Source: an optimization exercise on an open RTL-to-GDS flow (aim: small area, a short achievable clock period and few clock cycles per item). Production flows keep margins and buffers that such runs may drop.
Where RTL was checked, it was by simulation tests only, not by an equivalence proof against the original.
The RTL of run 4 was laid out without a check of its function.
Power is estimated from default activity; no workload was simulated.

## design/flow/constraint.sdc

```tcl
create_clock -name core_clock -period 11.0 [get_ports {clk}]
set_input_delay 2.2000 -clock core_clock [delete_from_list [all_inputs] [get_ports {clk}]]
set_output_delay 2.2000 -clock core_clock [all_outputs]
set_load 0.01 [all_outputs]
```

## design/flow/flow/run.sh

```bash
#!/bin/bash
# The standard layout, except that
#  - each port gets the smallest buffer (buf_1) instead of the one
#    buffer_ports picks by default;
#  - Yosys's synth runs without its internal abc pass (-noabc), so that the
#    adder trees written in the RTL reach extract_fa as written; the final
#    ABC mapping of the flow is unchanged.
set -euo pipefail
export BUFFER_PORTS_ARGS="-buffer_cell sky130_fd_sc_hd__buf_1"
export SYNTH_ARGS="-noabc"
bash standard.sh finish > standard_flow.log 2>&1
```

## design/flow/standard.sh

```bash
#!/bin/bash
# synth_recipe.tcl (not shown) runs the flow's synth.tcl, then flattens the netlist and writes it again
# the make line also repeats each setting of config.mk as NAME=value (left out here)
make -C /OpenROAD-flow-scripts/flow DESIGN_CONFIG=/design/flow/config.mk WORK_HOME=/design/flow/orfs CLKGATE_MAP_FILE= SYNTH_SCRIPT=/design/flow/synth_recipe.tcl "${@:-finish}"
```

## design/flow/design.v

```verilog
package vpu_sp_pkg;
  typedef logic [6:0] sp_size_t;
  typedef struct packed {
    logic                    enable;
    logic [1:0]              tilesize;
    logic [8:0]              x;
    logic [7:0]              y;
    logic [2-1:0] tile_bank;
    logic [8-1:0]  tile_idx;
    logic                    pal_mode;
    logic [1:0]              pal_bank;
    logic [3:0]              pal_no;
  } sp_attr_t;
  typedef struct packed {
    logic       valid;
    logic       last;
    logic [8:0] x;
    logic       pal_mode;
    logic [1:0] pal_bank;
    logic [3:0] pal_no;
    logic [7:0] idx;
  } sp_pix_t;
  typedef struct packed {
    logic [7:0] a;
    logic [7:0] r;
    logic [7:0] g;
    logic [7:0] b;
  } sp_argb_t;
  function automatic sp_size_t sp_size(input logic [1:0] tilesize);
    sp_size = 8 << tilesize;
  endfunction
endpackage
package vpu_mem_pkg;
  typedef struct packed {
    logic                     en;
    logic [4-1:0] addr;
  } param_req_t;
  typedef struct packed {
    logic                    en;
    logic [16-1:0] addr;
  } tile_req_t;
  typedef struct packed {
    logic                   en;
    logic [10-1:0] addr;
  } pal_req_t;
  typedef struct packed {
    logic                  rd_en;
    logic [8-1:0] rd_addr;
    logic                  wr_en;
    logic [8-1:0] wr_addr;
    logic [31:0]           wdata;
  } lb_req_t;
endpackage
`timescale 1ns/100ps
module vpu_sp_mix (
  input  logic [7:0] x0,
  input  logic [7:0] x1,
  input  logic [7:0] sel,
  input  logic       keep,
  output logic [9:0] hi_a,
  output logic [9:0] hi_b,
  output logic       c6
);
  logic [7:0] m [8];
  logic       inc;
  logic [15:0] ra;
  logic [15:0] rb;
  logic [7:0]  lo;
  always_comb begin
    for (int i = 0; i < 8; i++) m[i] = sel[i] ? x1 : x0;
    inc = keep && (m[0] != 8'd0);
  end
  logic w1, w2, w3, w4, w5, w6, w7, w8, w9, w10, w11, w12, w13, w14, w15, w16, w17, w18, w19, w20, w21, w22, w23, w24, w25, w26, w27, w28, w29, w30, w31, w32, w33, w34, w35, w36, w37, w38, w39, w40, w41, w42, w43, w44, w45, w46, w47, w48, w49, w50, w51, w52, w53, w54, w55, w56, w57, w58, w59, w60, w61, w62, w63, w64, w65, w66, w67, w68, w69, w70, w71, w72, w73, w74, w75, w76, w77, w78, w79, w80, w81, w82, w83, w84;
  assign w1 = m[0][6] ^ m[1][5];
  assign w2 = m[0][6] & m[1][5];
  assign w3 = (m[0][7] ^ m[1][6]) ^ m[2][5];
  assign w4 = (m[0][7] & m[2][5]) | (m[1][6] & (m[0][7] | m[2][5]));
  assign w5 = m[3][4] ^ m[4][3];
  assign w6 = m[3][4] & m[4][3];
  assign w7 = (m[1][7] ^ m[2][6]) ^ m[3][5];
  assign w8 = (m[1][7] & m[3][5]) | (m[2][6] & (m[1][7] | m[3][5]));
  assign w9 = (m[4][4] ^ m[5][3]) ^ m[6][2];
  assign w10 = (m[4][4] & m[6][2]) | (m[5][3] & (m[4][4] | m[6][2]));
  assign w11 = (m[2][7] ^ m[3][6]) ^ m[4][5];
  assign w12 = (m[2][7] & m[4][5]) | (m[3][6] & (m[2][7] | m[4][5]));
  assign w13 = m[0][4] ^ m[1][3];
  assign w14 = m[0][4] & m[1][3];
  assign w15 = (m[0][5] ^ m[1][4]) ^ m[2][3];
  assign w16 = (m[0][5] & m[2][3]) | (m[1][4] & (m[0][5] | m[2][3]));
  assign w17 = m[3][2] ^ m[4][1];
  assign w18 = m[3][2] & m[4][1];
  assign w19 = (w1 ^ m[2][4]) ^ m[3][3];
  assign w20 = (w1 & m[3][3]) | (m[2][4] & (w1 | m[3][3]));
  assign w21 = (m[4][2] ^ m[5][1]) ^ m[6][0];
  assign w22 = (m[4][2] & m[6][0]) | (m[5][1] & (m[4][2] | m[6][0]));
  assign w23 = (w2 ^ w3) ^ w5;
  assign w24 = (w2 & w5) | (w3 & (w2 | w5));
  assign w25 = (m[5][2] ^ m[6][1]) ^ m[7][0];
  assign w26 = (m[5][2] & m[7][0]) | (m[6][1] & (m[5][2] | m[7][0]));
  assign w27 = (w4 ^ w6) ^ w7;
  assign w28 = (w4 & w7) | (w6 & (w4 | w7));
  assign w29 = (w9 ^ m[7][1]) ^ inc;
  assign w30 = (w9 & inc) | (m[7][1] & (w9 | inc));
  assign w31 = (w8 ^ w10) ^ w11;
  assign w32 = (w8 & w11) | (w10 & (w8 | w11));
  assign w33 = (m[5][4] ^ m[6][3]) ^ m[7][2];
  assign w34 = (m[5][4] & m[7][2]) | (m[6][3] & (m[5][4] | m[7][2]));
  assign w35 = (w12 ^ m[3][7]) ^ m[4][6];
  assign w36 = (w12 & m[4][6]) | (m[3][7] & (w12 | m[4][6]));
  assign w37 = (m[5][5] ^ m[6][4]) ^ m[7][3];
  assign w38 = (m[5][5] & m[7][3]) | (m[6][4] & (m[5][5] | m[7][3]));
  assign w39 = (m[4][7] ^ m[5][6]) ^ m[6][5];
  assign w40 = (m[4][7] & m[6][5]) | (m[5][6] & (m[4][7] | m[6][5]));
  assign w41 = m[0][3] ^ m[1][2];
  assign w42 = m[0][3] & m[1][2];
  assign w43 = (w13 ^ m[2][2]) ^ m[3][1];
  assign w44 = (w13 & m[3][1]) | (m[2][2] & (w13 | m[3][1]));
  assign w45 = (w14 ^ w15) ^ w17;
  assign w46 = (w14 & w17) | (w15 & (w14 | w17));
  assign w47 = (w16 ^ w18) ^ w19;
  assign w48 = (w16 & w19) | (w18 & (w16 | w19));
  assign w49 = (w20 ^ w22) ^ w23;
  assign w50 = (w20 & w23) | (w22 & (w20 | w23));
  assign w51 = (w24 ^ w26) ^ w27;
  assign w52 = (w24 & w27) | (w26 & (w24 | w27));
  assign w53 = (w28 ^ w30) ^ w31;
  assign w54 = (w28 & w31) | (w30 & (w28 | w31));
  assign w55 = (w32 ^ w34) ^ w35;
  assign w56 = (w32 & w35) | (w34 & (w32 | w35));
  assign w57 = (w36 ^ w38) ^ w39;
  assign w58 = (w36 & w39) | (w38 & (w36 | w39));
  assign w59 = (w40 ^ m[5][7]) ^ m[6][6];
  assign w60 = (w40 & m[6][6]) | (m[5][7] & (w40 | m[6][6]));
  assign w61 = m[0][2] ^ m[1][1];
  assign w62 = m[0][2] & m[1][1];
  assign w63 = (w41 ^ m[2][1]) ^ m[3][0];
  assign w64 = (w41 & m[3][0]) | (m[2][1] & (w41 | m[3][0]));
  assign w65 = (w42 ^ w43) ^ m[4][0];
  assign w66 = (w42 & m[4][0]) | (w43 & (w42 | m[4][0]));
  assign w67 = (w44 ^ w45) ^ m[5][0];
  assign w68 = (w44 & m[5][0]) | (w45 & (w44 | m[5][0]));
  assign w69 = (w46 ^ w47) ^ w21;
  assign w70 = (w46 & w21) | (w47 & (w46 | w21));
  assign w71 = (w48 ^ w49) ^ w25;
  assign w72 = (w48 & w25) | (w49 & (w48 | w25));
  assign w73 = (w50 ^ w51) ^ w29;
  assign w74 = (w50 & w29) | (w51 & (w50 | w29));
  assign w75 = (w52 ^ w53) ^ w33;
  assign w76 = (w52 & w33) | (w53 & (w52 | w33));
  assign w77 = (w54 ^ w55) ^ w37;
  assign w78 = (w54 & w37) | (w55 & (w54 | w37));
  assign w79 = (w56 ^ w57) ^ m[7][4];
  assign w80 = (w56 & m[7][4]) | (w57 & (w56 | m[7][4]));
  assign w81 = (w58 ^ w59) ^ m[7][5];
  assign w82 = (w58 & m[7][5]) | (w59 & (w58 | m[7][5]));
  assign w83 = (w60 ^ m[6][7]) ^ m[7][6];
  assign w84 = (w60 & m[7][6]) | (m[6][7] & (w60 | m[7][6]));
  assign ra = {1'b0, w84, w82, w80, w78, w76, w74, w72, w70, w68, w66, w64, w62, w61, m[0][1], m[0][0]};
  assign rb = {1'b0, m[7][7], w83, w81, w79, w77, w75, w73, w71, w69, w67, w65, w63, m[2][0], m[1][0], 1'b0};
  assign lo   = {2'b0, ra[5:0]} + {2'b0, rb[5:0]};
  assign c6   = lo[6];
  assign hi_a = ra[15:6];
  assign hi_b = rb[15:6];
endmodule
module vpu_sp_color_merge (
  input  logic [31:0] src,
  input  logic [31:0] dst,
  input  logic        a_zero,
  input  logic        a_full,
  output logic [7:0]  res_a,
  output logic [59:0] hi,
  output logic [2:0]  c6
);
  logic [8:0] a_sum;
  assign a_sum      = {1'b0, dst[31:24]} + {1'b0, src[31:24]};
  assign res_a = a_zero ? dst[31:24] : a_full ? 8'd255 : a_sum[8:1];
  vpu_sp_mix u_r (.x0(dst[23:16]), .x1(src[23:16]), .sel(src[31:24]), .keep(a_zero | a_full), .hi_a(hi[59:50]), .hi_b(hi[49:40]), .c6(c6[2]));
  vpu_sp_mix u_g (.x0(dst[15:8]),   .x1(src[15:8]),  .sel(src[31:24]),        .keep(a_zero | a_full), .hi_a(hi[39:30]), .hi_b(hi[29:20]), .c6(c6[1]));
  vpu_sp_mix u_b (.x0(dst[7:0]),    .x1(src[7:0]),   .sel(src[31:24]), .keep(a_zero | a_full), .hi_a(hi[19:10]), .hi_b(hi[9:0]), .c6(c6[0]));
endmodule
`timescale 1ns/100ps
module vpu_sp (
  input  logic                   clk,
  input  logic                   rst_n,
  input  logic                   line_start,
  input  logic [7:0]             line_y,
  output logic                   busy,
  output logic                   line_done,
  output vpu_mem_pkg::param_req_t param_req,
  input  logic [31:0]            param_rdata,
  output vpu_mem_pkg::tile_req_t tile_req,
  input  logic [7:0]             tile_rdata,
  output vpu_mem_pkg::pal_req_t  pal_req,
  input  logic [31:0]            pal_rdata,
  output vpu_mem_pkg::lb_req_t   lb_req,
  input  vpu_sp_pkg::sp_argb_t   lb_rdata
);
  logic       accept;
  logic [7:0] cur_y;
  logic [2:0] f_idx;       
  logic       f_word;      
  logic       f_req;       
  logic       f_on;        
  logic       f_done;      
  logic       w0_arr;      
  logic       w1_arr;      
  logic [1:0] w_s;
  logic [7:0] w_x;
  logic [5:0] w_oy;        
  logic       w_oyb;       
  logic [1:0] w_yh;        
  logic       k_act;
  logic [1:0] k_bank;
  logic [7:0] k_t;
  logic [2:0] k_oyr;
  logic [2:0] k_oxr;
  logic [2:0] k_rem;       
  logic [7:0] k_x;
  logic       k_took;      
  logic       p1_v;
  logic       p1_f;        
  logic       p2_f;
  logic [7:0] p1_x;
  logic [6:0] p1_pal;
  logic       p2_v;
  logic [9:0] p2_pal_addr;
  logic [7:0] p2_x;
  logic       p3_v;
  logic [7:0] p3_x;
  logic       p4_v;
  logic [7:0] p4_x;
  logic [31:0] p4_src;
  logic [31:0] p4_dst;
  logic       p4_az;
  logic       p4_af;
  logic       p5_v;
  logic [7:0] p5_x;
  logic [7:0] p5_a;
  logic [59:0] p5_hi;
  logic [2:0] p5_c6;
  logic       p6_v;
  logic [7:0] p6_x;
  logic [31:0] p6_res;
  assign accept = !busy && line_start;
  assign f_on   = busy && !f_done;
  logic [8:0] oy9;
  logic       vis_y;
  logic [2:0] oy_hi_mask;
  always_comb begin
    oy9 = {{1'b0, cur_y[7:6]} - {1'b0, w_yh} - {2'd0, w_oyb}, w_oy};
    case (w_s)
      2'd0: oy_hi_mask = 3'b111;
      2'd1: oy_hi_mask = 3'b110;
      2'd2: oy_hi_mask = 3'b100;
      default: oy_hi_mask = 3'b000;
    endcase
    vis_y = !oy9[8] && (oy9[7:6] == 2'b00) && ((oy9[5:3] & oy_hi_mask) == 3'b000);
  end
  logic       k_last;
  logic       k_free;
  logic       hazard;
  logic       take;
  logic       skip;        
  logic       next_sp;     
  logic [8:0] k_dx;
  always_comb begin
    k_last  = (k_x == 8'd255) || ((k_oxr == 3'd7) && (k_rem == 3'd0));
    k_free  = !k_act || k_last;
    k_dx    = {1'b0, k_x} - {1'b0, w_x};
    hazard  = (k_act || p1_v || p2_v || p3_v)
           && (k_took || p1_f || p2_f || (!k_dx[8] && k_dx[7:3] == 5'd0 && k_dx[2:0] != 3'd7));
    take    = w1_arr && vis_y && k_free && !hazard;
    skip    = (w0_arr && (!param_rdata[31] || param_rdata[16])) || (w1_arr && !vis_y);
    next_sp = take || skip;
  end
  always_ff @(posedge clk) begin
    if (!rst_n) begin
      busy      <= 1'b0;
      line_done <= 1'b0;
      f_req     <= 1'b0;
      f_done    <= 1'b0;
      w0_arr    <= 1'b0;
      w1_arr    <= 1'b0;
      k_act     <= 1'b0;
      k_took    <= 1'b0;
      p1_v      <= 1'b0;
      p1_f      <= 1'b0;
      p2_f      <= 1'b0;
      p2_v      <= 1'b0;
      p3_v      <= 1'b0;
      p4_v      <= 1'b0;
      p5_v      <= 1'b0;
      p6_v      <= 1'b0;
    end else begin
      line_done <= 1'b0;
      w0_arr    <= f_on && !f_word;
      w1_arr    <= f_on && f_word && !next_sp;
      if (accept) begin
        busy   <= 1'b1;
        f_req  <= 1'b1;
        f_done <= 1'b0;
      end else if (busy && f_done && !k_act && !p1_v && !p2_v && !p3_v && !p4_v && !p5_v) begin
        busy      <= 1'b0;
        line_done <= 1'b1;
      end
      if (next_sp && f_idx == 3'd7) begin
        f_req  <= 1'b0;
        f_done <= 1'b1;
      end
      if (take)                 k_act <= 1'b1;
      else if (k_act && k_last) k_act <= 1'b0;
      k_took <= take;
      p1_v <= k_act;
      p1_f <= k_took;
      p2_f <= p1_f;
      p2_v <= p1_v;
      p3_v <= p2_v;
      p4_v <= p3_v;
      p5_v <= p4_v;
      p6_v <= p5_v;
    end
  end
  always_ff @(posedge clk) begin
    if (accept) begin
      cur_y  <= line_y;
      f_idx  <= 3'd0;
      f_word <= 1'b0;
    end else if (f_on) begin
      if (next_sp) begin
        f_idx  <= f_idx + 3'd1;
        f_word <= 1'b0;
      end else begin
        f_word <= 1'b1;
      end
    end
    if (w0_arr) begin
      w_s <= param_rdata[25:24];
      w_x <= param_rdata[15:8];
      {w_oyb, w_oy} <= {1'b0, cur_y[5:0]} - {1'b0, param_rdata[5:0]};
      w_yh <= param_rdata[7:6];
    end
    if (k_free) begin
      k_bank <= param_rdata[29:28];
      k_t    <= param_rdata[23:16] + ({5'd0, oy9[5:3]} << w_s);
      k_oyr  <= oy9[2:0];
      k_oxr  <= 3'd0;
      case (w_s)
        2'd0: k_rem <= 3'd0;
        2'd1: k_rem <= 3'd1;
        2'd2: k_rem <= 3'd3;
        default: k_rem <= 3'd7;
      endcase
    end else begin
      k_oxr <= k_oxr + 3'd1;
      if (k_oxr == 3'd7) begin
        k_t   <= k_t + 8'd1;
        k_rem <= k_rem - 3'd1;
      end
    end
    if (take)        k_x <= w_x;
    else if (!k_free) k_x <= k_x + 8'd1;
    p1_x   <= k_x;
    if (k_took) p1_pal <= {param_rdata[6], param_rdata[5:4], param_rdata[3:0]};
    p2_x        <= p1_x;
    p2_pal_addr <= p1_pal[6] ? {p1_pal[5:4], p1_pal[3:0], tile_rdata[3:0]}
                             : {p1_pal[5:4], tile_rdata};
    p3_x   <= p2_x;
    p4_x   <= p3_x;
    p4_src <= pal_rdata;
    p4_dst <= lb_rdata;
    p4_az  <= (pal_rdata[31:24] == 8'd0);
    p4_af  <= (pal_rdata[31:24] == 8'd255);
    p5_x   <= p4_x;
    p5_a   <= blend_a;
    p5_hi  <= blend_hi;
    p5_c6  <= blend_c6;
    p6_x   <= p5_x;
    p6_res <= {p5_a, blend_r, blend_g, blend_b};
  end
  logic [7:0]  blend_a;
  logic [59:0] blend_hi;
  logic [2:0]  blend_c6;
  logic [7:0]  blend_r;
  logic [7:0]  blend_g;
  logic [7:0]  blend_b;
  function automatic logic [7:0] add_hi(input logic [9:0] a, input logic [9:0] b,
                                        input logic c);
    logic       c1;
    logic       c2;
    logic [7:0] g0;
    logic [7:0] p0;
    logic [7:0] g;
    logic [7:0] p;
    c1 = (a[0] & c)  | (b[0] & (a[0] | c));
    c2 = (a[1] & c1) | (b[1] & (a[1] | c1));
    g0 = a[9:2] & b[9:2];
    p0 = a[9:2] ^ b[9:2];
    g  = g0;
    p  = p0;
    g[0] = g0[0] | (p0[0] & c2);
    g[1] = g[1] | (p[1] & g[0]);  p[1] = p[1] & p[0];
    g[3] = g[3] | (p[3] & g[2]);  p[3] = p[3] & p[2];
    g[5] = g[5] | (p[5] & g[4]);  p[5] = p[5] & p[4];
    g[7] = g[7] | (p[7] & g[6]);  p[7] = p[7] & p[6];
    g[3] = g[3] | (p[3] & g[1]);  p[3] = p[3] & p[1];
    g[7] = g[7] | (p[7] & g[5]);  p[7] = p[7] & p[5];
    g[7] = g[7] | (p[7] & g[3]);  p[7] = p[7] & p[3];
    g[5] = g[5] | (p[5] & g[3]);  p[5] = p[5] & p[3];
    g[2] = g[2] | (p[2] & g[1]);  p[2] = p[2] & p[1];
    g[4] = g[4] | (p[4] & g[3]);  p[4] = p[4] & p[3];
    g[6] = g[6] | (p[6] & g[5]);  p[6] = p[6] & p[5];
    add_hi = p0 ^ {g[6:0], c2};
  endfunction
  assign blend_r = add_hi(p5_hi[59:50], p5_hi[49:40], p5_c6[2]);
  assign blend_g = add_hi(p5_hi[39:30], p5_hi[29:20], p5_c6[1]);
  assign blend_b = add_hi(p5_hi[19:10], p5_hi[9:0],   p5_c6[0]);
  vpu_sp_color_merge u_color_merge (
    .src (p4_src),
    .dst (p4_dst),
    .a_zero (p4_az),
    .a_full (p4_af),
    .res_a  (blend_a),
    .hi     (blend_hi),
    .c6     (blend_c6)
  );
  assign param_req.en   = f_req;
  assign param_req.addr = {f_idx, f_word};
  assign tile_req.en    = k_act;
  assign tile_req.addr  = {k_bank, k_t, k_oyr, k_oxr};
  assign pal_req.en     = p2_v;
  assign pal_req.addr   = p2_pal_addr;
  assign lb_req.rd_en   = p2_v;
  assign lb_req.rd_addr = p2_x;
  assign lb_req.wr_en   = p6_v;
  assign lb_req.wr_addr = p6_x;
  assign lb_req.wdata   = p6_res;
endmodule
`timescale 1ns/100ps
module vpu_sp_top (
  input  logic        clk,
  input  logic        rst_n,
  input  logic        line_start,
  input  logic [7:0]  line_y,
  output logic        busy,
  output logic        line_done,
  output logic        param_req_en,
  output logic [3:0]  param_req_addr,
  input  logic [31:0] param_rdata,
  output logic        tile_req_en,
  output logic [15:0] tile_req_addr,
  input  logic [7:0]  tile_rdata,
  output logic        pal_req_en,
  output logic [9:0]  pal_req_addr,
  input  logic [31:0] pal_rdata,
  output logic        lb_rd_en,
  output logic [7:0]  lb_rd_addr,
  output logic        lb_wr_en,
  output logic [7:0]  lb_wr_addr,
  output logic [31:0] lb_wdata,
  input  logic [31:0] lb_rdata
);
  vpu_mem_pkg::param_req_t param_req;
  vpu_mem_pkg::tile_req_t  tile_req;
  vpu_mem_pkg::pal_req_t   pal_req;
  vpu_mem_pkg::lb_req_t    lb_req;
  vpu_sp u_sp (
    .clk         (clk),
    .rst_n       (rst_n),
    .line_start  (line_start),
    .line_y      (line_y),
    .busy        (busy),
    .line_done   (line_done),
    .param_req   (param_req),
    .param_rdata (param_rdata),
    .tile_req    (tile_req),
    .tile_rdata  (tile_rdata),
    .pal_req     (pal_req),
    .pal_rdata   (pal_rdata),
    .lb_req      (lb_req),
    .lb_rdata    (lb_rdata)
  );
  assign param_req_en   = param_req.en;
  assign param_req_addr = param_req.addr;
  assign tile_req_en    = tile_req.en;
  assign tile_req_addr  = tile_req.addr;
  assign pal_req_en     = pal_req.en;
  assign pal_req_addr   = pal_req.addr;
  assign lb_rd_en       = lb_req.rd_en;
  assign lb_rd_addr     = lb_req.rd_addr;
  assign lb_wr_en       = lb_req.wr_en;
  assign lb_wr_addr     = lb_req.wr_addr;
  assign lb_wdata       = lb_req.wdata;
endmodule
```

## design/flow/config.mk

```make
export PLATFORM = sky130hd
export DESIGN_NAME = vpu_sp_top
export DESIGN_NICKNAME = vpu_sp_top
export VERILOG_FILES = /design/flow/design.v
export SDC_FILE = /design/flow/constraint.sdc
export NUM_CORES = 4
export LEC_CHECK = 0
export ABC_AREA = 1
export CAP_MARGIN = 20
export CORE_MARGIN = 2
export CORE_UTILIZATION = 40
export CTS_BUF_LIST = sky130_fd_sc_hd__clkbuf_8
export CTS_CLUSTER_DIAMETER = 80
export CTS_CLUSTER_SIZE = 16
export SLEW_MARGIN = 75
```

==> results.yml, run 1 <==
outcome:
  status: "complete, no violations"
routing:
  drt-vias-per-instance: 4.816
  drt_iter0_markers: 493
  drc: 0
  ant_nets: 0
  routed_wirelength_mm: 30.12
  drt-wirelength-per-cell_um: 14.51
  dr_total_vias: 9997
  first_pass_iters: 5
global_route:
  antenna_found_initial: 4
  grt_max_degree: 51
  grt_pass1_vias: 10040
  grt_pass1_wl_mm: 49.25
  overflow: 0
  grtUsageTotal_pct: 16.10
critical_path:
  required_ns: 8.80
  start_kind: "flip-flop"
  crit_path_max_fanout: 4
  slowest_stage: "edfxtp_1"
  end_kind: "output pin"
  arrival_ns: 1.26
  path_cells: "buf_1"
  cp_top_family: "flip-flops"
  max_stage_delay_ns: 0.43
  cp_num_buf_inv: 1
  critical_path_class: "reg -> out"
clock_tree:
  cts_resized: 0
  htreeDepth: 1
  clkTransAtPathRegs_ns: 0.10
  cts.path.max_buffers: 3
  clock_latency_ns: 0.60
  cts_setup_buffers: 0
  cts-hold-fix-buffers: 0
  cts-root-buf: "clkbuf_8"
  cts_buffers: 24
  clock_sinks: 302
  tritoncts: "built"
run:
  max-cap-violations: 0
timing:
  tns_ns: 0
  finalSetupViolCount: 0
  rsz0062_at_grt: "no"
  layout_min_cycle_time_ns: 3.465
  worst_slack_ns: 7.535
  max_slew_margin_pct: 75.08
  skew_ns: 0.02240
  hold_violations: 0
  drv_slew: 0
  tightest_slew_ns: 0.3700
  fin_crit_sh_pct: 31.50
  fmax_mhz: 288.6
yosys:
  yosys_warnings: 3
  ys_types: 42
  synth_nets: 1767
  synth_area_mm2: 0.01453
  synthesis.instances: 1437
  synth_seq_cells: 302
  syn_area_per_cell_um2: 10.11
  synth_ff_type: "dfxtp_1"
  synth_edf_count: 58
  yosysSeqAreaShare_pct: 45.62
  async_reset_ff_share_pct: 0
layout:
  mostFrequentLayoutCells: "nand2_1 (302), dfxtp_1 (233), o21ai_0 (202)"
  layout.nets: 1931
  drive_gt1_share_pct: 4.709
  syn_to_final_growth_pct: 11.28
  fin_util_pct: 45.34
  final_common_cell: "nand2_1"
pwr:
  p_comb_share_pct: 28.1
  ir_worst_vdd_v: 0.00008918
  p_clk_share_pct: 22.2
  p_int_mw: 1.942
  switching_share_pct: 31.68
  p_leak_nw: 6.905
  power_density_mw_per_mm2: 175.8
  p_sw_uw: 900.4
  seqPwrFrac_pct: 49.7
floorplanning:
  fp.dieH_um: 194.6
  start_util_pct: 40.74
  io_pins: 200
  rows: 69
  die_w_um: 194.6
  core_area_mm2: 0.03566
  die_area_mm2: 0.03786
placement:
  dp_hpwl_mm: 23.05
  portBuffers: 196
  place_ws_ns: 7.084
  routabilityCongestion: 0.8367
worst_hold_path:
  min_path_type: "reg -> reg"
[state kept, by name (all words and copies together), names as in the netlist, 10 cells and up]
signal            cells
u_sp.p5_hi           54
u_sp.p4_dst          32
u_sp.p4_src          32
u_sp.p6_res          32
u_sp.p2_pal_addr     10
[per-stage QoR]
| stage | power (mW) | cells | hold WS, ns | instance area [um^2] |
|---|---|---|---|---|
| 5_1_grt | 3.085 | 2075 | 0.3391 | 16160 |
| 6_report | 2.842 | 2076 | 0.3276 | 16170 |
| 4_1_cts | 2.899 | 2074 | 0.3248 | 16120 |
| 3_5_place_dp | 2.258 | 2035 | 0.3121 | 15640 |
| 3_3_place_gp | 2.221 | 2030 | 0.3107 | 15580 |
| 2_1_floorplan | 2.008 | 1437 | 0.3096 | 14530 |
[power by group through the flow]
stage | registers, mW | clock network, mW | logic (mW)
2_1_floorplan | 1.44 | 0 | 0.565
4_1_cts | 1.42 | 0.665 | 0.819
3_5_place_dp | 1.44 | 0 | 0.816
5_1_grt | 1.43 | 0.702 | 0.949
3_3_place_gp | 1.44 | 0 | 0.785
6_report | 1.41 | 0.631 | 0.798
[worst reg2reg max path, cell delays in order (launching register included)]
cell and delay, ns:
dfxtp_2 0.52, buf_4 0.35, nand2_1 0.08, o21ai_0 0.14, fa_1 0.50, fa_1 0.55, fa_1 0.45, ha_1 0.34
a21oi_1 0.14, o221ai_1 0.17
[final timing paths]
path	end	slack, ns	from	depth (start not counted)
max	tile_req_addr[8]	7.54	u_sp.k_t[2]$_DFFE_PP_	1
min	u_sp.p4_x[5]$_DFF_P_	0.33	u_sp.p3_x[5]$_DFF_P_	0
max reg2reg	u_sp.p5_c6[0]$_DFF_P_	7.62	u_sp.p4_src[24]$_DFF_P_	9
min reg2reg	u_sp.p4_x[5]$_DFF_P_	0.33	u_sp.p3_x[5]$_DFF_P_	0
[cells in the mapped netlist, drive strengths merged, types with 3 or more instances]
master	instances	area share (%)
nand2	305	7.9
dfxtp	244	34
o21ai	224	7.8
fa	129	18
inv	110	2.8
ha	86	7.4
clkbuf	66	1.8
edfxtp	58	12
nor2	50	1.3
a21oi	45	1.6
nand3	29	1.0
xor2	19	1.1
nand4	9	0.43
nor4	9	0.39
xnor2	9	0.54
nor3	8	0.28
o22ai	8	0.34
buf	6	0.36
mux2	4	0.31
o221ai	3	0.18
o31ai	3	0.16
[metal layers]
metal / part of all wire, % / routed length (um) / GRT usage [%] / up-vias
met5: 0.15 / 46 / 0 / -
met4: 2.0 / 610 / 4.444 / 6
met3: 8.1 / 2442 / 5.049 / 42
met2: 47 / 14200 / 27.53 / 240
met1: 43 / 12820 / 19.59 / 4690
li1: - / - / - / 5019
[kinds of logic (layout without fill, tap and decap cells)]
logic type               after synthesis  in the layout  share of synthesized area [%]
AO/OA/AOI/OAI                        290            290                          10.53
XOR/XNOR                              28             28                          1.688
adder cells (fa/ha/maj)              215            215                          25.19
buffers and inverters                182            359                          5.030
flip-flops                           302            302                          45.62
multiplexers                           4              4                         0.3101
other                                  0              1                              0
AND/OR/NAND/NOR                      416            416                          11.65
[final cells by class]
class / count / area, um^2
Antenna cell: 1 / 2.502
Clock buffer: 26 / 357.8
Clock inverter: 13 / 120.1
Fill cell: 3461 / 19490
Inverter: 110 / 412.9
Multi-Input combinational cell: 953 / 7191
Sequential cell: 302 / 6648
Tap cell: 461 / 576.8
Timing Repair Buffer: 210 / 857.1
Testbench counts, summed over its fixed seeds: cycles 50,398, lines 512.
==> run 2: changes to the inputs <==
--- a/design/flow/config.mk
+++ b/design/flow/config.mk
@@ -14,2 +14,2 @@
 export CTS_CLUSTER_SIZE = 16
-export SLEW_MARGIN = 75
+export SLEW_MARGIN = 20
==> run 2 against run 1 <==
Against the previous run: area after synthesis did not move; die area did not move; sequential power barely moved; highest routed layer unchanged; count of clock-buffer cells in the layout did not move; setup slack got worse by 0.26 ns; wire length rose by 0.92%; synthesized cell count did not move.
==> results.yml, run 2 <==
timing:
  worst_slack_ns: 7.275
  fmax_mhz: 268.5
  max_slew_margin_pct: 44.23
  layout_min_cycle_time_ns: 3.725
  tns_ns: 0
  finalSetupViolCount: 0
  hold_slack_ns: 0.3227
  skew_ns: 0.01723
  hold_violations: 0
  fin_crit_sh_pct: 33.86
  tightest_slew_ns: 0.8354
  drv_slew: 0
  rsz0062_at_grt: "no"
placement:
  dp_hpwl_mm: 23.11
  portBuffers: 196
  place_ws_ns: 7.096
  routabilityCongestion: 0.8367
yosys:
  synth_area_mm2: 0.01453
  yosysSeqAreaShare_pct: 45.62
  async_reset_ff_share_pct: 0
  syn_area_per_cell_um2: 10.11
  yosys.area.top_type: "dfxtp_1"
  yosys_warnings: 3
  synth_most_common_cell: "nand2_1"
  synth_nets: 1767
  synthTopCellsByCount: "nand2_1 (303), dfxtp_1 (244), o21ai_0 (218), fa_1 (129), inv_1 (109)"
  synth_ff_type: "dfxtp_1"
  ys_types: 42
  synth_edf_count: 58
  synth_seq_cells: 302
  synth.top_cells.by_area: "dfxtp_1 (34%), fa_1 (18%), edfxtp_1 (12%)"
  synth_top_area_share_pct: 33.63
  synthesis.instances: 1437
global_route:
  grtUsageTotal_pct: 16.28
  antenna_found_initial: 4
  grt_pass1_vias: 10170
  grt_pass1_wl_mm: 50.00
  overflow: 0
  grt_max_degree: 51
layout:
  mostFrequentLayoutCells: "nand2_1 (303), dfxtp_1 (244), o21ai_0 (218)"
  drive_gt1_share_pct: 3.669
  fin_util_pct: 45.00
  final_common_cell: "nand2_1"
  top_register: "u_sp.p5_hi"
  syn_to_final_growth_pct: 10.46
  layout.nets: 1926
  largest_reg_flops: 54
routing:
  drt-vias-per-instance: 4.844
  routed_wirelength_mm: 30.40
  dr_total_vias: 10030
  drt-wirelength-per-cell_um: 14.68
  drc: 0
  first_pass_iters: 5
  ant_nets: 0
  drt_iter0_markers: 534
critical_path:
  r2r_start: "u_sp.p4_src[26]$_DFF_P_"
  required_ns: 11.44
  critPathLaunch: "u_sp.p4_src[26]$_DFF_P_"
  end_kind: "flip-flop"
  arrival_ns: 4.16
  critical_path_class: "reg -> reg"
  crit_path_max_fanout: 32
  start_kind: "flip-flop"
worst_hold_path:
  min_path_type: "reg -> reg"
  hold_start: "u_sp.p5_x[6]$_DFF_P_"
floorplanning:
  io_pins: 200
  start_util_pct: 40.74
  die_w_um: 194.6
  fp.dieH_um: 194.6
  die_area_mm2: 0.03786
  rows: 69
  core_area_mm2: 0.03566
pwr:
  p_sw_uw: 895.6
  p_clk_share_pct: 21.4
  ir_worst_vdd_v: 0.0001070
  seqPwrFrac_pct: 50.3
  p_leak_nw: 6.864
  p_int_mw: 1.915
  p_comb_share_pct: 28.3
  power_density_mw_per_mm2: 175.2
  switching_share_pct: 31.86
  total_power_mw: 2.811
clock_tree:
  cts-hold-fix-buffers: 0
  clock_latency_ns: 0.59
  clock_sinks: 302
  cts_resized: 0
  cts_setup_buffers: 0
  cts-root-buf: "clkbuf_8"
  cts_buffers: 24
  cts.path.max_buffers: 3
  htreeDepth: 1
  clkTransAtPathRegs_ns: 0.10
  tritoncts: "built"
run:
  max-cap-violations: 0
outcome:
  status: "complete, no violations"
run 2: cell types whose count changed in the layout (fill, tap and decap cells not counted), moves of 2 or more:
cell | before | now
inv_6 | 2 | 0
dfxtp_2 | 8 | 0
dfxtp_1 | 233 | 244
o21ai_0 | 202 | 218
buf_4 | 5 | 9
dfxtp_4 | 3 | 0
buf_1 | 200 | 196
o21ai_1 | 17 | 1
buf_6 | 2 | 0
run 2: worst paths after layout:
path                                 to  slack [ns]  cells after the start
hold reg to reg    u_sp.p6_x[6]$_DFF_P_        0.32                      0
setup / recovery  u_sp.p5_c6[0]$_DFF_P_        7.27                      8
hold / removal     u_sp.p6_x[6]$_DFF_P_        0.32                      0
setup reg to reg  u_sp.p5_c6[0]$_DFF_P_        7.27                      8
run 2: metal layers:
metal	wire length (um)	part of all wire, %	track usage, %	vias up
li1	-	-	-	5013
met1	13000	43	19.95	4726
met2	14470	48	28.06	245
met3	2209	7.3	4.512	43
met4	687	2.3	4.672	4
met5	33	0.11	0	-
run 2: area by class of cell:
type / instances / area, um^2
antenna: 2 / 5.005
sequential: 302 / 6626
clock buffer: 26 / 357.8
timing repair buffer: 205 / 803.3
multi-input combinational: 953 / 7169
fill: 3431 / 19610
tap: 461 / 576.8
clock inverter: 12 / 93.84
inverter: 110 / 412.9
run 2: logic make-up after synthesis:
kind of cell	count (synthesis)	share of synthesized area, %
simple gates	416	11.65
flops	302	45.62
compound gates	290	10.53
fa+ha+maj	215	25.19
buf+inv	182	5.030
xor+xnor	28	1.688
mux	4	0.3101
run 2: worst max-delay path, stage by stage, from the launching register on:
cell      delay, ns
dfxtp_1        0.76
buf_4          0.42
o21ai_0        0.19
fa_1           0.59
fa_1           0.46
fa_1           0.50
ha_1           0.34
a21oi_1        0.14
o221ai_1       0.17
run 2: power by group through the flow:
stage	Sequential (mW)	Combinational [mW]	Clock (mW)
after floorplan	1.44	0.565	0
after global placement	1.44	0.785	0
after detailed placement	1.44	0.817	0
after CTS	1.42	0.820	0.638
after global routing	1.43	0.948	0.671
final	1.41	0.796	0.602
run 2: through the flow:
stage / cells / area [um^2]
detailed placement: 2030 / 15580
CTS: 2068 / 16030
global placement: 2030 / 15580
global route: 2070 / 16040
finish: 2071 / 16050
floorplan: 1437 / 14530
==> run 3: changes to the inputs <==
--- a/design/flow/config.mk
+++ b/design/flow/config.mk
@@ -14,2 +14,2 @@
 export CTS_CLUSTER_SIZE = 16
-export SLEW_MARGIN = 20
+export SLEW_MARGIN = 85
==> run 3 against run 2 <==
Against the previous run: still clean; count of clock-buffer cells in the layout shrank 1; utilization up 3.1 points; synthesized cell count unchanged; maximum frequency is 53% lower; area after synthesis unchanged; via count increased by 1.8%; hold slack better by 0.0038 ns; clock power about the same; die area stayed put; critical endpoint is now u_sp.k_t[7]$_DFFE_PP_; largest cell class unchanged.
==> results.yml, run 3 <==
outcome:
  status: "complete, no violations"
yosys:
  ys_types: 42
  synth_seq_cells: 302
  async_reset_ff_share_pct: 0
  synth_top_area_share_pct: 33.63
  synth_most_common_cell: "nand2_1"
  synthesis.instances: 1437
  synthTopCellsByCount: "nand2_1 (303), dfxtp_1 (244), o21ai_0 (218), fa_1 (129), inv_1 (109)"
  synth.top_cells.by_area: "dfxtp_1 (34%), fa_1 (18%), edfxtp_1 (12%)"
  synth_edf_count: 58
  synth_ff_type: "dfxtp_1"
  synth_area_mm2: 0.01453
  syn_area_per_cell_um2: 10.11
  yosys_warnings: 3
  yosysSeqAreaShare_pct: 45.62
  synth_nets: 1767
  yosys.area.top_type: "dfxtp_1"
layout:
  top_register: "u_sp.p5_hi"
  largest_reg_flops: 54
  syn_to_final_growth_pct: 18.09
  final_common_cell: "nand2_1"
  finalInstanceArea_mm2: 0.01715
  drive_gt1_share_pct: 14.53
  mostFrequentLayoutCells: "nand2_1 (302), dfxtp_1 (212), buf_1 (184)"
  fin_util_pct: 48.11
  layout.nets: 1975
  fin_cells: 2122
floorplanning:
  fp.dieH_um: 194.6
  die_w_um: 194.6
  rows: 69
  io_pins: 200
  core_area_mm2: 0.03566
  die_area_mm2: 0.03786
  start_util_pct: 40.74
global_route:
  grtUsageTotal_pct: 16.52
  grt_max_degree: 33
  antenna_found_initial: 4
  overflow: 0
  grt_pass1_vias: 10340
  grt_pass1_wl_mm: 50.89
routing:
  ant_nets: 0
  drc: 0
  first_pass_iters: 5
  routed_wirelength_mm: 31.07
  drt-wirelength-per-cell_um: 14.64
  drt-vias-per-instance: 4.811
  dr_total_vias: 10210
  drt_iter0_markers: 465
timing:
  layout_min_cycle_time_ns: 7.977
  skew_ns: 0.01632
  rsz0062_at_grt: "no"
  hold_slack_ns: 0.3265
  max_slew_margin_pct: 84.67
  drv_slew: 0
  tns_ns: 0
  finalSetupViolCount: 0
  fmax_mhz: 125.4
  tightest_slew_ns: 0.2282
  fin_crit_sh_pct: 72.52
  worst_slack_ns: 3.023
  hold_violations: 0
pwr:
  ir_worst_vdd_v: 0.0001016
  power_density_mw_per_mm2: 167.1
  total_power_mw: 2.867
  p_leak_nw: 7.267
critical_path:
  crit_path_max_fanout: 4
  cpMostUsedCell: "clkdlybuf4s50_1"
  start_kind: "flip-flop"
  end_kind: "flip-flop"
  path_cells: "clkbuf_2 -> ha_1 -> nand4_2 -> o211ai_1 -> clkdlybuf4s50_1 -> clkdlybuf4s50_1 -> buf_1 -> clkdlybuf4s50_1 -> clkdlybuf4s50_1 -> clkdlybuf4s50_1 -> clkdlybuf4s50_1 -> clkdlybuf4s50_1 -> clkdlybuf4s50_1 -> clkdlybuf4s50_1 -> clkdlybuf4s50_1 -> clkdlybuf4s50_1 -> clkdlybuf4s50_1 -> clkdlybuf4s50_1"
  slowest_stage: "clkdlybuf4s50_1"
  critical_path_class: "reg -> reg"
  max_stage_delay_ns: 0.54
  required_ns: 11.33
  arrival_ns: 8.30
placement:
  dpl.cell_count: 2066
  place_ws_ns: 3.039
  routabilityCongestion: 0.8367
  portBuffers: 196
  dpl_cell_area_mm2: 0.01627
  dp_hpwl_mm: 23.87
clock_tree:
  cts_resized: 0
  cts_buffers: 24
  clock_sinks: 302
  cts-hold-fix-buffers: 0
  cts_setup_buffers: 0
  tritoncts: "built"
  clkTransAtPathRegs_ns: 0.11
  cts-root-buf: "clkbuf_8"
  cts.path.max_buffers: 3
  clock_latency_ns: 0.59
  htreeDepth: 1
worst_hold_path:
  min_path_type: "reg -> reg"
run:
  max-cap-violations: 0
==> run 3: final cells by class <==
class,count,area [um^2]
inverters,110,416.7
repair buffers,254,1358
well taps,461,576.8
flip-flops and latches,302,6684
diodes,2,5.005
clock inverters,15,101.3
multi-input cells,953,7669
fillers,3329,18500
clock buffers,25,344.1
==> run 3: cells by family (layout without fill, tap and decap cells) <==
| logic type | count (synthesis) | after routing | share of synthesized area, % |
|---|---|---|---|
| compound gates | 290 | 290 | 10.53 |
| buf+inv | 182 | 404 | 5.030 |
| flops | 302 | 302 | 45.62 |
| simple gates | 416 | 416 | 11.65 |
| xor+xnor | 28 | 28 | 1.688 |
| other cells | 0 | 2 | 0 |
| mux | 4 | 4 | 0.3101 |
| fa+ha+maj | 215 | 215 | 25.19 |
==> run 3: where the power goes <==
part	switching (mW)	internal (mW)	leakage, nW
clock network	0.361	0.239	0.266
logic	0.480	0.377	4.39
registers	0.0872	1.32	2.61
total	0.928	1.94	7.27
==> run 3: worst paths after layout <==
check,start,cells after the start,slack [ns],to
worst min-delay path,u_sp.p1_x[6]$_DFF_P_,0,0.33,u_sp.p2_x[6]$_DFF_P_
worst min register to register,u_sp.p1_x[6]$_DFF_P_,0,0.33,u_sp.p2_x[6]$_DFF_P_
worst max-delay path,u_sp.k_x[1]$_DFFE_PP_,18,3.02,u_sp.k_t[7]$_DFFE_PP_
worst max register to register,u_sp.k_x[1]$_DFFE_PP_,18,3.02,u_sp.k_t[7]$_DFFE_PP_
==> run 3: metal layers <==
metal / global-route usage (%) / vias up / share of wire, %
li1: - / 5135 / -
met1: 20.20 / 4806 / 42
met2: 28.26 / 221 / 48
met3: 4.859 / 43 / 7.3
met4: 4.815 / 4 / 2.3
met5: 0 / - / 0.11
==> run 3: worst max-delay path: cells and delay by family (launching register included) <==
| kind | cells | cell delay [ns] |
|---|---|---|
| AOI/OAI and AO/OA | 1 | 0.11 |
| adders and majority gates | 1 | 0.19 |
| and+or+nand+nor | 1 | 0.13 |
| buffers and inverters | 15 | 6.90 |
| DFF | 1 | 0.39 |
==> run 4: changes to the inputs <==
--- a/design/flow/design.v
+++ b/design/flow/design.v
@@ -159,3 +159,6 @@
   assign rb = {1'b0, m[7][7], w83, w81, w79, w77, w75, w73, w71, w69, w67, w65, w63, m[2][0], m[1][0], 1'b0};
-  assign lo   = {2'b0, ra[5:0]} + {2'b0, rb[5:0]};
+  always_comb begin
+    lo[0] = 1'b0;
+    for (int i = 0; i < 6; i++) lo[i + 1] = (ra[i] & lo[i]) | (rb[i] & (ra[i] | lo[i]));
+  end
   assign c6   = lo[6];
--- a/design/flow/config.mk
+++ b/design/flow/config.mk
@@ -14,2 +14,2 @@
 export CTS_CLUSTER_SIZE = 16
-export SLEW_MARGIN = 85
+export SLEW_MARGIN = 75
==> run 4 against run 3 <==
Against the previous run: hold slack better by 0.00086 ns; synthesized cell count down 0.28%; register-to-register slack improved by 4.7 ns; die area shrank 0.67%; global-route usage barely moved; count of clock-buffer cells in the layout unchanged; sequential cell count did not move; power fell by 1.6%; clock skew rose by 0.034 ns; critical endpoint is now tile_req_addr[9]; largest cell class unchanged.
==> results.yml, run 4 <==
outcome:
  status: "complete, no violations"
routing:
  routed_wirelength_mm: 30.78
  drt_iter0_markers: 545
  top_layer_used: "met5"
  drc: 0
  drt-vias-per-instance: 4.847
  drt-wirelength-per-cell_um: 14.87
  wl_met2_mm: 14.69
  dr_total_vias: 10030
  first_pass_iters: 5
  wl_met3_mm: 2.338
  ant_nets: 0
  met1_length_mm: 12.96
layout:
  fin_cells: 2069
  top_register: "u_sp.p5_hi"
  final_common_cell: "nand2_1"
  layout.nets: 1915
  mostFrequentLayoutCells: "nand2_1 (304), dfxtp_1 (237), o21ai_0 (200)"
  syn_to_final_growth_pct: 11.27
  largest_reg_flops: 54
  drive_gt1_share_pct: 4.602
  num_antenna_cells: 0
pwr:
  seqPwrFrac_pct: 50.1
  p_int_mw: 1.906
  p_clk_share_pct: 22.1
  p_leak_nw: 6.848
  p_sw_uw: 914.6
  switching_share_pct: 32.42
  power_density_mw_per_mm2: 175.7
  ir_worst_vdd_v: 0.0001347
  p_comb_share_pct: 27.8
yosys:
  synth_most_common_cell: "nand2_1"
  synth-xor-area-share_pct: 1.821
  ys_types: 44
  synthAdderAreaFrac_pct: 24.32
  synth-simple-area-share_pct: 12.01
  synth.top_cells.by_area: "dfxtp_1 (34%), fa_1 (18%), edfxtp_1 (12%)"
  yosys_warnings: 3
  synth_top_area_share_pct: 33.86
  synth_area_mm2: 0.01443
  synthesis.instances: 1433
  synthTopCellsByCount: "nand2_1 (306), dfxtp_1 (244), o21ai_0 (214), fa_1 (129), inv_1 (111)"
  syn_area_per_cell_um2: 10.07
  synth_seq_cells: 302
  synth_top_family_by_area: "adder cells"
  yosys.area.top_type: "dfxtp_1"
  synth_compound_area_share_pct: 10.42
  yosysSeqAreaShare_pct: 45.93
  synth_edf_count: 58
  async_reset_ff_share_pct: 0
  synth_nets: 1751
  synth_mux_area_share_pct: 0.3122
  synth_ff_type: "dfxtp_1"
clock_tree:
  cts_buffers: 25
  cts-root-buf: "clkbuf_8"
  cts_resized: 0
  cts_setup_buffers: 0
  clock_sinks: 302
  tritoncts: "built"
  htreeDepth: 1
  cts.path.max_buffers: 3
  clkTransAtPathRegs_ns: 0.11
  cts-hold-fix-buffers: 0
  clock_latency_ns: 0.62
timing:
  fin_crit_sh_pct: 31.87
  finalSetupViolCount: 0
  hold_violations: 0
  worst_slack_ns: 7.494
  tns_ns: 0
  fmax_mhz: 285.2
  tightest_slew_ns: 0.3675
  max_slew_margin_pct: 75.24
  layout_min_cycle_time_ns: 3.506
  rsz0062_at_grt: "no"
  drv_slew: 0
  skew_ns: 0.05046
floorplanning:
  start_util_pct: 40.56
  fp.dieH_um: 193.9
  rows: 69
  core_area_mm2: 0.03557
  die_w_um: 193.9
  io_pins: 200
  die_area_mm2: 0.03760
critical_path:
  cp_top_family: "flip-flops"
  required_ns: 8.80
  start_kind: "flip-flop"
  path_cells: "buf_1"
  r2r_slack_ns: 7.72
  slowest_stage: "edfxtp_1"
  crit_path_max_fanout: 4
  max_stage_delay_ns: 0.43
  arrival_ns: 1.31
  end_kind: "output pin"
  cp_num_buf_inv: 1
  critical_path_class: "reg -> out"
placement:
  place_ws_ns: 6.957
  dp_hpwl_mm: 22.95
  portBuffers: 196
  dpl.cell_count: 2030
  routabilityCongestion: 0.8170
global_route:
  grt_pass1_wl_mm: 50.83
  grtUsageTotal_pct: 16.55
  grt_max_degree: 51
  grt_pass1_vias: 10170
  antenna_found_initial: 4
  overflow: 0
run:
  max-cap-violations: 0
worst_hold_path:
  min_path_type: "reg -> reg"
run 4: cell types whose count changed in the layout (fill, tap and decap cells not counted), sizes merged, moves of 4 or more:
cell / delta
buf: -16
o21ai: -4
clkdlybuf4s50: -20
ha: -12
clkbuf: -8
run 4: stage by stage:
| step | util, % | power, mW | cell area, um^2 | hold slack, ns |
|---|---|---|---|---|
| after global routing | 45.13 | 3.059 | 16050 | 0.3363 |
| after detailed placement | 43.72 | 2.246 | 15550 | 0.3121 |
| final | 45.13 | 2.821 | 16050 | 0.3274 |
| after CTS | 45.02 | 2.884 | 16010 | 0.3241 |
| after floorplan | - | 1.993 | 14430 | 0.3096 |
| after global placement | 43.50 | 2.220 | 15470 | 0.3098 |
run 4: layer usage:
metal / GRT usage (%) / up-vias
li1: - / 4992
met1: 20.31 / 4728
met2: 28.21 / 251
met3: 5.079 / 52
met4: 4.630 / 6
met5: 0 / -
run 4: power by group through the flow:
stage	sequential, mW	clock, mW	combinational [mW]
after global routing	1.44	0.694	0.929
after CTS	1.42	0.659	0.807
after global placement	1.44	0	0.782
final	1.41	0.623	0.783
after detailed placement	1.44	0	0.803
after floorplan	1.44	0	0.549
run 4: path summary, 6_finish.rpt:
kind | startpoint | cells past startpoint | end
setup reg to reg | u_sp.w_yh[0]$_DFFE_PP_ | 13 | u_sp.f_word$_SDFFE_PP0P_
hold / removal | u_sp.p3_x[3]$_DFF_P_ | 0 | u_sp.p4_x[3]$_DFF_P_
setup / recovery | u_sp.k_t[3]$_DFFE_PP_ | 1 | tile_req_addr[9]
hold reg to reg | u_sp.p3_x[3]$_DFF_P_ | 0 | u_sp.p4_x[3]$_DFF_P_
run 4: layout make-up:
cell class              count  area, um^2
clock buffers              25       344.1
clock inverters            13       120.1
fillers                  3447       19520
flip-flops and latches    302        6640
inverters                 112       422.9
repair buffers            209       865.8
multi-input cells         947        7082
well taps                 461       576.8
run 4: cells by family (layout without fill, tap and decap cells):
kind of cell / Yosys count / count (layout)
and+or+nand+nor: 425 / 425
buffers and inverters: 184 / 359
AOI/OAI and AO/OA: 285 / 285
adders and majority gates: 203 / 203
DFF: 302 / 302
xor gates and xnor gates: 30 / 30
muxes: 4 / 4

## re-timing with driven ports
No port has a modelled driver above. Below, the same layouts with a new extraction and two added sets of constraints. Step 1 (the two cells are an assumption about what drives the block):
set clk [get_ports {clk}]
set_driving_cell -lib_cell sky130_fd_sc_hd__clkbuf_16 $clk
set_driving_cell -lib_cell sky130_fd_sc_hd__buf_2 [delete_from_list [all_inputs] $clk]
Step 2 adds t to the input delays and takes it off the output delays; t is the mean of the earliest and latest rising clock arrival at the registers after step 1. Input paths then give back, and output paths get back, about the clock's delay inside the block. a / b / c = ideal / step 1 / step 2; a / b = the first two.
| run | t, ns | slack for setup (ns) | slew at the worst register clock pin (ns) | worst data-port slew with drivers (ns) | pins driven straight from the clock port |
|---|---|---|---|---|---|
| run 1 | 0.631 | 7.535 / 7.489 / 7.098 | 0.10 / 0.10 | 0.09 | 1 |
| run 2 | 0.632 | 7.275 / 7.275 / 7.107 | 0.10 / 0.10 | 0.09 | 1 |
| run 3 | 0.629 | 3.023 / 3.023 / 3.023 | 0.11 / 0.11 | 0.09 | 1 |
| run 4 | 0.645 | 7.494 / 7.449 / 6.969 | 0.11 / 0.11 | 0.10 | 1 |
After both steps setup and hold are still met in every run listed. For run 4, which loses most, drivers alone change the setup slack by -0.045 ns; drivers and shift together by -0.525 ns.
